This design comes from an exercise in tuning for small area on the open sky130 flow, not from production work.
In this exercise RTL edits were held to simulation tests only and were not proved equivalent to the original.
Power figures rest on the tool's default switching activity, not on a simulated workload.

Setup of run A:
==> flow/design.v <==
module proto_field_packer #(
    parameter int FIFO_DEPTH = 16,
    parameter int FIELD_W    = 5,
    parameter int DATA_W     = 64
) (
    input  logic                            clk_i,
    input  logic                            reset_ni,
    input  logic                            in_valid_i,
    input  logic [FIELD_W-1:0]              in_field_num_i,
    input  logic [7:0]                      in_byte_sel_i,
    input  logic [DATA_W-1:0]               in_val_i,
    input  logic                            in_raw_byte_i,
    input  logic                            flush_i,
    output logic                            out_valid_o,
    input  logic                            out_ready_i,
    output logic [FIELD_W-1:0]              out_field_num_o,
    output logic [7:0]                      out_byte_sel_o,
    output logic [DATA_W-1:0]               out_data_o,
    output logic                            out_last_o,
    output logic [$clog2(FIFO_DEPTH):0]     fifo_count_o,
    output logic                            overflow_o
);
    localparam int AW    = $clog2(FIFO_DEPTH);
    localparam int CW    = AW + 1;
    localparam int NS    = FIFO_DEPTH + 1;    
    localparam int NL    = DATA_W / 8;        
    localparam logic [CW-1:0] DEPTH_C = CW'(FIFO_DEPTH);
    logic [1:0] rst_sync_reg;
    logic       rst_n;
    always_ff @(posedge clk_i or negedge reset_ni) begin
        if (!reset_ni) rst_sync_reg <= 2'b00;
        else           rst_sync_reg <= {rst_sync_reg[0], 1'b1};
    end
    assign rst_n = rst_sync_reg[1];
    logic               open_reg;           
    logic [FIELD_W-1:0] field_reg;          
    logic [2:0]         nb_reg;             
    logic scalar, raw_v, same, raw_new, raw_cont, raw_app, open_item;
    logic emit_old, emit_flush, drop, pop;
    logic [1:0] n_enq, push_n;
    logic [CW-1:0] count_reg;
    assign scalar    = in_valid_i && !in_raw_byte_i;
    assign raw_v     = in_valid_i && in_raw_byte_i;
    assign same      = open_reg && (in_field_num_i == field_reg);
    assign raw_new   = raw_v && !same;                       
    assign raw_cont  = raw_v && same && (nb_reg == 3'd0);    
    assign raw_app   = raw_v && same && (nb_reg != 3'd0);    
    assign open_item = in_valid_i ? in_raw_byte_i : open_reg;
    assign emit_old  = open_reg && (scalar || raw_new || raw_cont);
    assign emit_flush = flush_i && open_item;
    assign n_enq     = 2'(emit_old) + 2'(scalar | emit_flush);
    assign drop      = (DEPTH_C - count_reg) < CW'(n_enq);
    assign push_n    = drop ? 2'd0 : n_enq;
    assign pop       = out_valid_o && out_ready_i;
    always_ff @(posedge clk_i or negedge rst_n) begin
        if (!rst_n) open_reg <= 1'b0;
        else        open_reg <= open_item && !flush_i;
    end
    always_ff @(posedge clk_i) begin
        if (raw_new) field_reg <= in_field_num_i;
        if (raw_new || raw_cont) nb_reg <= 3'd1;
        else if (raw_app)        nb_reg <= nb_reg + 3'd1;
    end
    localparam int PW = $clog2(NS);
    logic [PW-1:0] wr_reg, wr_p1, wr_p2;
    logic [NS-1:0] wr_oh, rd_oh, wr_inc, pos_full;
    logic          overflow_reg;
    assign wr_p1 = (wr_reg == PW'(NS-1)) ? '0 : wr_reg + PW'(1);
    assign wr_p2 = (wr_reg == PW'(NS-1)) ? PW'(1) : (wr_reg == PW'(NS-2)) ? '0 : wr_reg + PW'(2);
    always_comb begin
        for (int s = 0; s < NS; s++) begin
            wr_oh[s] = (wr_reg == PW'(s));
        end
    end
    assign wr_inc   = {wr_oh[NS-2:0], wr_oh[NS-1]};
    assign pos_full = (emit_old && !drop) ? wr_inc : wr_oh;
    always_ff @(posedge clk_i or negedge rst_n) begin
        if (!rst_n) begin
            wr_reg       <= '0;
            rd_oh        <= NS'(1);
            count_reg    <= '0;
            overflow_reg <= 1'b0;
        end else begin
            case (push_n)
                2'd1:    wr_reg <= wr_p1;
                2'd2:    wr_reg <= wr_p2;
                default: wr_reg <= wr_reg;
            endcase
            if (pop) rd_oh <= {rd_oh[NS-2:0], rd_oh[NS-1]};
            count_reg    <= count_reg + CW'(push_n) - CW'(pop);
            overflow_reg <= overflow_reg | drop;
        end
    end
    logic       full_we;
    logic [7:0] bus_sel;
    logic [7:0] bus_lane [NL];
    logic [NL-1:0] app_lane;
    assign full_we    = scalar || raw_new || raw_cont;
    assign bus_lane[0] = in_val_i[7:0];
    assign bus_sel[0]  = in_raw_byte_i || in_byte_sel_i[0];
    genvar gl;
    generate
        for (gl = 1; gl < NL; gl++) begin : g_bus
            assign bus_lane[gl] = in_raw_byte_i ? (raw_app ? in_val_i[7:0] : 8'h00) : in_val_i[gl*8 +: 8];
            assign bus_sel[gl]  = in_raw_byte_i ? raw_app : in_byte_sel_i[gl];
        end
        for (gl = 0; gl < NL; gl++) begin : g_app
            assign app_lane[gl] = raw_app && (nb_reg == 3'(gl));
        end
    endgenerate
    logic [FIELD_W-1:0] s_field [NS];
    logic [7:0]         s_sel   [NS];
    logic [7:0]         s_data  [NS][NL];
    logic               s_last  [NS];
    genvar gs;
    generate
        for (gs = 0; gs < NS; gs++) begin : g_slot
            logic fw, lz;
            assign fw = full_we && pos_full[gs];
            assign lz = raw_cont && !drop && wr_oh[gs];
            always_ff @(posedge clk_i) begin
                if (fw) s_field[gs] <= in_field_num_i;
                if (fw || lz) s_last[gs] <= fw;
            end
            for (gl = 0; gl < NL; gl++) begin : g_lane
                logic en;
                assign en = fw || (wr_oh[gs] && app_lane[gl]);
                always_ff @(posedge clk_i) begin
                    if (en) begin
                        s_data[gs][gl]  <= bus_lane[gl];
                        s_sel[gs][gl]   <= bus_sel[gl];
                    end
                end
            end
        end
    endgenerate
    always_comb begin
        out_field_num_o = '0;
        out_byte_sel_o  = '0;
        out_data_o      = '0;
        out_last_o      = 1'b0;
        for (int s = 0; s < NS; s++) begin
            out_field_num_o = out_field_num_o | (s_field[s] & {FIELD_W{rd_oh[s]}});
            out_byte_sel_o  = out_byte_sel_o  | (s_sel[s]   & {8{rd_oh[s]}});
            out_last_o      = out_last_o      | (s_last[s]  & rd_oh[s]);
            for (int l = 0; l < NL; l++)
                out_data_o[l*8 +: 8] = out_data_o[l*8 +: 8] | (s_data[s][l] & {8{rd_oh[s]}});
        end
    end
    assign out_valid_o  = (count_reg != '0);
    assign fifo_count_o = count_reg;
    assign overflow_o   = overflow_reg;
endmodule
clock: 6.0 ns
lec_check: 0
cap_margin: 20
core_margin: 2
core_utilization: 65
cts_cluster_diameter: 60
cts_cluster_size: 30
slew_margin: 20
run.sh (not shown) runs the stock make flow with config.mk's settings and CLKGATE_MAP_FILE= SYNTH_SCRIPT=/design/flow/synth_recipe.tcl, a recipe that flattens the netlist after the stock synthesis.
Run A | stages: all done | timing, DRC, antenna: all pass
### run A -> run B
Settings: CTS_CLUSTER_DIAMETER removed (was 60); CTS_CLUSTER_SIZE removed (was 30).
==> flow/flow/run.sh (new file) <==
#!/bin/bash
# Standard ORFS layout with three changes:
#  - after the standard synthesis, the combinational logic is re-mapped for area (flow/resyn.tcl);
#    every register keeps its instance name and cell type;
#  - the CTS adds no dummy loads and clusters up to 14 sinks per clkbuf_8;
#  - ports get buf_1 buffers.
set -euo pipefail
HERE=$(pwd)
R=$HERE/orfs/results/$FLOW_PLATFORM/proto_field_packer/base
bash standard.sh synth > make_synth.log 2>&1
cp $R/1_2_yosys.v $HERE/standard_synth.v
RESYN_IN=$HERE/standard_synth.v RESYN_OUT=$R/1_2_yosys.v RESYN_ABC=$HERE/flow/area.abc \
  yosys -c $HERE/flow/resyn.tcl > yosys_resyn.log 2>&1
rm -f $R/1_synth.odb $R/1_synth.sdc
bash standard.sh \
  "CTS_ARGS=-sink_clustering_enable -repair_clock_nets -dont_use_dummy_load -sink_clustering_size 14 -sink_clustering_max_diameter 100 -buf_list sky130_fd_sc_hd__clkbuf_8" \
  "BUFFER_PORTS_ARGS=-buffer_cell sky130_fd_sc_hd__buf_1" \
  finish > make_finish.log 2>&1
==> flow/flow/area.abc (new file) <==
&get -n
&st
&syn2
&dch -f
&nf -R 1000 -a
&put
==> flow/flow/resyn.tcl (new file) <==
# Re-maps the combinational logic of the standard synthesis netlist for area.
# Registers, tie cells and their instance names are kept exactly as the standard synthesis made them.
yosys -import
set lib $::env(FLOW_HOME)/platforms/sky130hd/lib/sky130_fd_sc_hd__tt_025C_1v80.lib
set top $::env(FLOW_TOP)
set in  $::env(RESYN_IN)
set out $::env(RESYN_OUT)
set abc_script $::env(RESYN_ABC)

read_liberty -ignore_miss_func $lib
read_verilog -defer $in
hierarchy -top $top
# Keep every sequential cell and the tie cells as they are.
set keep {}
foreach cell {dfxtp dfrtp dfstp dfrbp dfsbp dfbbp dfbbn dfrtn dfxbp edfxtp edfxbp sdfxtp sdfrtp sdfstp sedfxtp dlxtp dlxtn dlxbn dlxbp dlrtp dlrtn conb} {
  lappend keep "sky130_fd_sc_hd__${cell}_*"
}
foreach pat $keep { catch { setattr -mod -set blackbox 1 =$pat } }
flatten
delete t:\$scopeinfo
opt_clean -purge
set du {}
foreach c {sky130_fd_sc_hd__probe_p_8 sky130_fd_sc_hd__probec_p_8 sky130_fd_sc_hd__lpflow_*} { lappend du -dont_use $c }
abc -liberty $lib {*}$du -script $abc_script
opt_clean -purge
setundef -zero
hilomap -singleton -hicell sky130_fd_sc_hd__conb_1 HI -locell sky130_fd_sc_hd__conb_1 LO
insbuf -buf sky130_fd_sc_hd__buf_4 A X
splitnets
opt_clean -purge
tee -o resyn_stat.txt stat -liberty $lib
select -module $top
write_verilog -noattr -nohex -nodec -selected $out
==> flow/standard.sh (new file) <==
#!/bin/bash
# synth_recipe.tcl (not shown) runs the flow's synth.tcl, then flattens the netlist and writes it again
# the make line also repeats each setting of config.mk as NAME=value (left out here)
make -C /OpenROAD-flow-scripts/flow DESIGN_CONFIG=/design/flow/config.mk WORK_HOME=/design/flow/orfs CLKGATE_MAP_FILE= SYNTH_SCRIPT=/design/flow/synth_recipe.tcl "${@:-finish}"
removed: flow/run.sh
Results
- No stage failed in run B, and the final checks on the layout all came back clean.
- Run B against run A; average size of a mapped cell is up by a little under 10%.
- Run A → run B: sequential share of layout area picked up an extra 6.2 points, post-route total power decreased by 15% relative to the old numbers.
- Delta (run B minus run A): cell area dropped about 8%, share of final-layout standard cells stronger than drive strength 1 dropped 3.2 points.
The following lists how run C was set up differently from run B:
diff --git a/flow/flow/run.sh b/flow/flow/run.sh
--- a/flow/flow/run.sh
+++ b/flow/flow/run.sh
@@ -4,3 +4,3 @@
 #    every register keeps its instance name and cell type;
-#  - the CTS adds no dummy loads and clusters up to 14 sinks per clkbuf_8;
+#  - the CTS adds no dummy loads and clusters up to 26 sinks per buffer;
 #  - ports get buf_1 buffers.
@@ -15,3 +15,3 @@
 bash standard.sh \
-  "CTS_ARGS=-sink_clustering_enable -repair_clock_nets -dont_use_dummy_load -sink_clustering_size 14 -sink_clustering_max_diameter 100 -buf_list sky130_fd_sc_hd__clkbuf_8" \
+  "CTS_ARGS=-sink_clustering_enable -repair_clock_nets -dont_use_dummy_load -sink_clustering_size 26 -sink_clustering_max_diameter 100" \
   "BUFFER_PORTS_ARGS=-buffer_cell sky130_fd_sc_hd__buf_1" \
==> comparison <==
Run C vs run B: TritonCTS buffer count down. Reported for run B and run C, antenna violation net count after detailed routing turned out identical to the last digit. Where fmax is concerned, run B is outperformed by run C. Run C -> run B: maximum number of pins on one net before global-route repair delta 0, exact match. ~same cell area in run B and run C. Run B ended up with s_data[129][0] as its last element of the critical path; run C ended up with s_sel[16][0]. Comparing run B and run C, the higher logic depth of the worst setup path including buffers was measured on run C. Looking only at final wirelength, and setting everything else aside, the lower value of run B and run C goes to run C.
For run D, these inputs were changed with respect to run C:
==> flow/flow/run.sh <==
#!/bin/bash
# Standard ORFS layout with two changes: the CTS adds no dummy loads, and ports get buf_1 buffers.
set -euo pipefail
bash standard.sh \
  "CTS_ARGS=-sink_clustering_enable -repair_clock_nets -dont_use_dummy_load -sink_clustering_size 30 -sink_clustering_max_diameter 60" \
  "BUFFER_PORTS_ARGS=-buffer_cell sky130_fd_sc_hd__buf_1" \
  finish > make_finish.log 2>&1
removed: flow/flow/area.abc
removed: flow/flow/resyn.tcl
Findings:
[compare] base=run C new=run D: final worst-path cycle share up 4.6 points, post-layout instance area increased 4.1%.
Wire: run D routes more than run C
In run D, count of clock-buffer cells in the layout is higher than in run C.
Net total in the final layout, run C and run D: smaller value in run C
Modified inputs, run E compared to run D
Settings: a change of CORE_UTILIZATION from 65 to 75.
==> flow/flow/run.sh <==
#!/bin/bash
# Standard ORFS layout with three changes:
#  - after the standard synthesis, the combinational logic is re-mapped for area (flow/resyn.tcl);
#    every register keeps its instance name and cell type;
#  - the CTS adds no dummy loads and clusters up to 26 sinks per buffer;
#  - ports get buf_1 buffers.
set -euo pipefail
HERE=$(pwd)
R=$HERE/orfs/results/$FLOW_PLATFORM/proto_field_packer/base
bash standard.sh synth > make_synth.log 2>&1
cp $R/1_2_yosys.v $HERE/standard_synth.v
RESYN_IN=$HERE/standard_synth.v RESYN_OUT=$R/1_2_yosys.v RESYN_ABC=$HERE/flow/area.abc \
  yosys -c $HERE/flow/resyn.tcl > yosys_resyn.log 2>&1
rm -f $R/1_synth.odb $R/1_synth.sdc
bash standard.sh \
  "CTS_ARGS=-sink_clustering_enable -repair_clock_nets -dont_use_dummy_load -sink_clustering_size 26 -sink_clustering_max_diameter 100" \
  "BUFFER_PORTS_ARGS=-buffer_cell sky130_fd_sc_hd__buf_1" \
  finish > make_finish.log 2>&1
==> flow/flow/area.abc (new file) <==
&get -n
&st
&syn2
&dch -f
&nf -R 1000 -a
&put
==> flow/flow/resyn.tcl (new file) <==
# Re-maps the combinational logic of the standard synthesis netlist for area.
# Registers, tie cells and their instance names are kept exactly as the standard synthesis made them.
yosys -import
set lib $::env(FLOW_HOME)/platforms/sky130hd/lib/sky130_fd_sc_hd__tt_025C_1v80.lib
set top $::env(FLOW_TOP)
set in  $::env(RESYN_IN)
set out $::env(RESYN_OUT)
set abc_script $::env(RESYN_ABC)

read_liberty -ignore_miss_func $lib
read_verilog -defer $in
hierarchy -top $top
# Keep every sequential cell and the tie cells as they are.
set keep {}
foreach cell {dfxtp dfrtp dfstp dfrbp dfsbp dfbbp dfbbn dfrtn dfxbp edfxtp edfxbp sdfxtp sdfrtp sdfstp sedfxtp dlxtp dlxtn dlxbn dlxbp dlrtp dlrtn conb} {
  lappend keep "sky130_fd_sc_hd__${cell}_*"
}
foreach pat $keep { catch { setattr -mod -set blackbox 1 =$pat } }
flatten
delete t:\$scopeinfo
opt_clean -purge
set du {}
foreach c {sky130_fd_sc_hd__probe_p_8 sky130_fd_sc_hd__probec_p_8 sky130_fd_sc_hd__lpflow_*} { lappend du -dont_use $c }
abc -liberty $lib {*}$du -script $abc_script
opt_clean -purge
setundef -zero
hilomap -singleton -hicell sky130_fd_sc_hd__conb_1 HI -locell sky130_fd_sc_hd__conb_1 LO
insbuf -buf sky130_fd_sc_hd__buf_4 A X
splitnets
opt_clean -purge
tee -o resyn_stat.txt stat -liberty $lib
select -module $top
write_verilog -noattr -nohex -nodec -selected $out
==> comparison <==
Going from run D to run E, setup slack saw an increase; summed area of non-filler cells in the final layout lower; maximum resistive drop on vdd rose by about 17%; final design utilization up 12 points.

[afterwards: timing with drivers on the ports]
No port has a modelled driver above. Below, the same layouts with a new extraction and two added sets of constraints. Step 1 (the two cells are an assumption about what drives the block):
set clk [get_ports {clk_i}]
set_driving_cell -lib_cell sky130_fd_sc_hd__clkbuf_16 $clk
set_driving_cell -lib_cell sky130_fd_sc_hd__buf_2 [delete_from_list [all_inputs] $clk]
Step 2, shift: input delay + t, output delay - t, t = (earliest + latest rising clock arrival at the registers) / 2. This alone moves slack from input paths to output paths. Three values: no drivers, after step 1, after step 2; two values: the first two.
| run | shift t [ns] | slack for setup (ns) | slew at the worst register clock pin (ns) | pins driven straight from the clock port |
|---|---|---|---|---|
| run A | 0.736 | 0.572 / 0.614 / -0.123 | 0.10 / 0.10 | 1 |
| run B | 0.805 | 0.942 / 0.984 / 0.178 | 0.10 / 0.10 | 1 |
| run C | 0.737 | 1.082 / 1.121 / 0.384 | 0.11 / 0.11 | 1 |
| run D | 0.711 | 0.803 / 0.849 / 0.138 | 0.11 / 0.11 | 1 |
| run E | 0.728 | 0.830 / 0.876 / 0.147 | 0.11 / 0.11 | 1 |
With both steps, setup timing fails in run A, where it was met with ideal ports. For run B, which loses most, drivers alone change the setup slack by +0.042 ns; drivers and shift together by -0.764 ns.
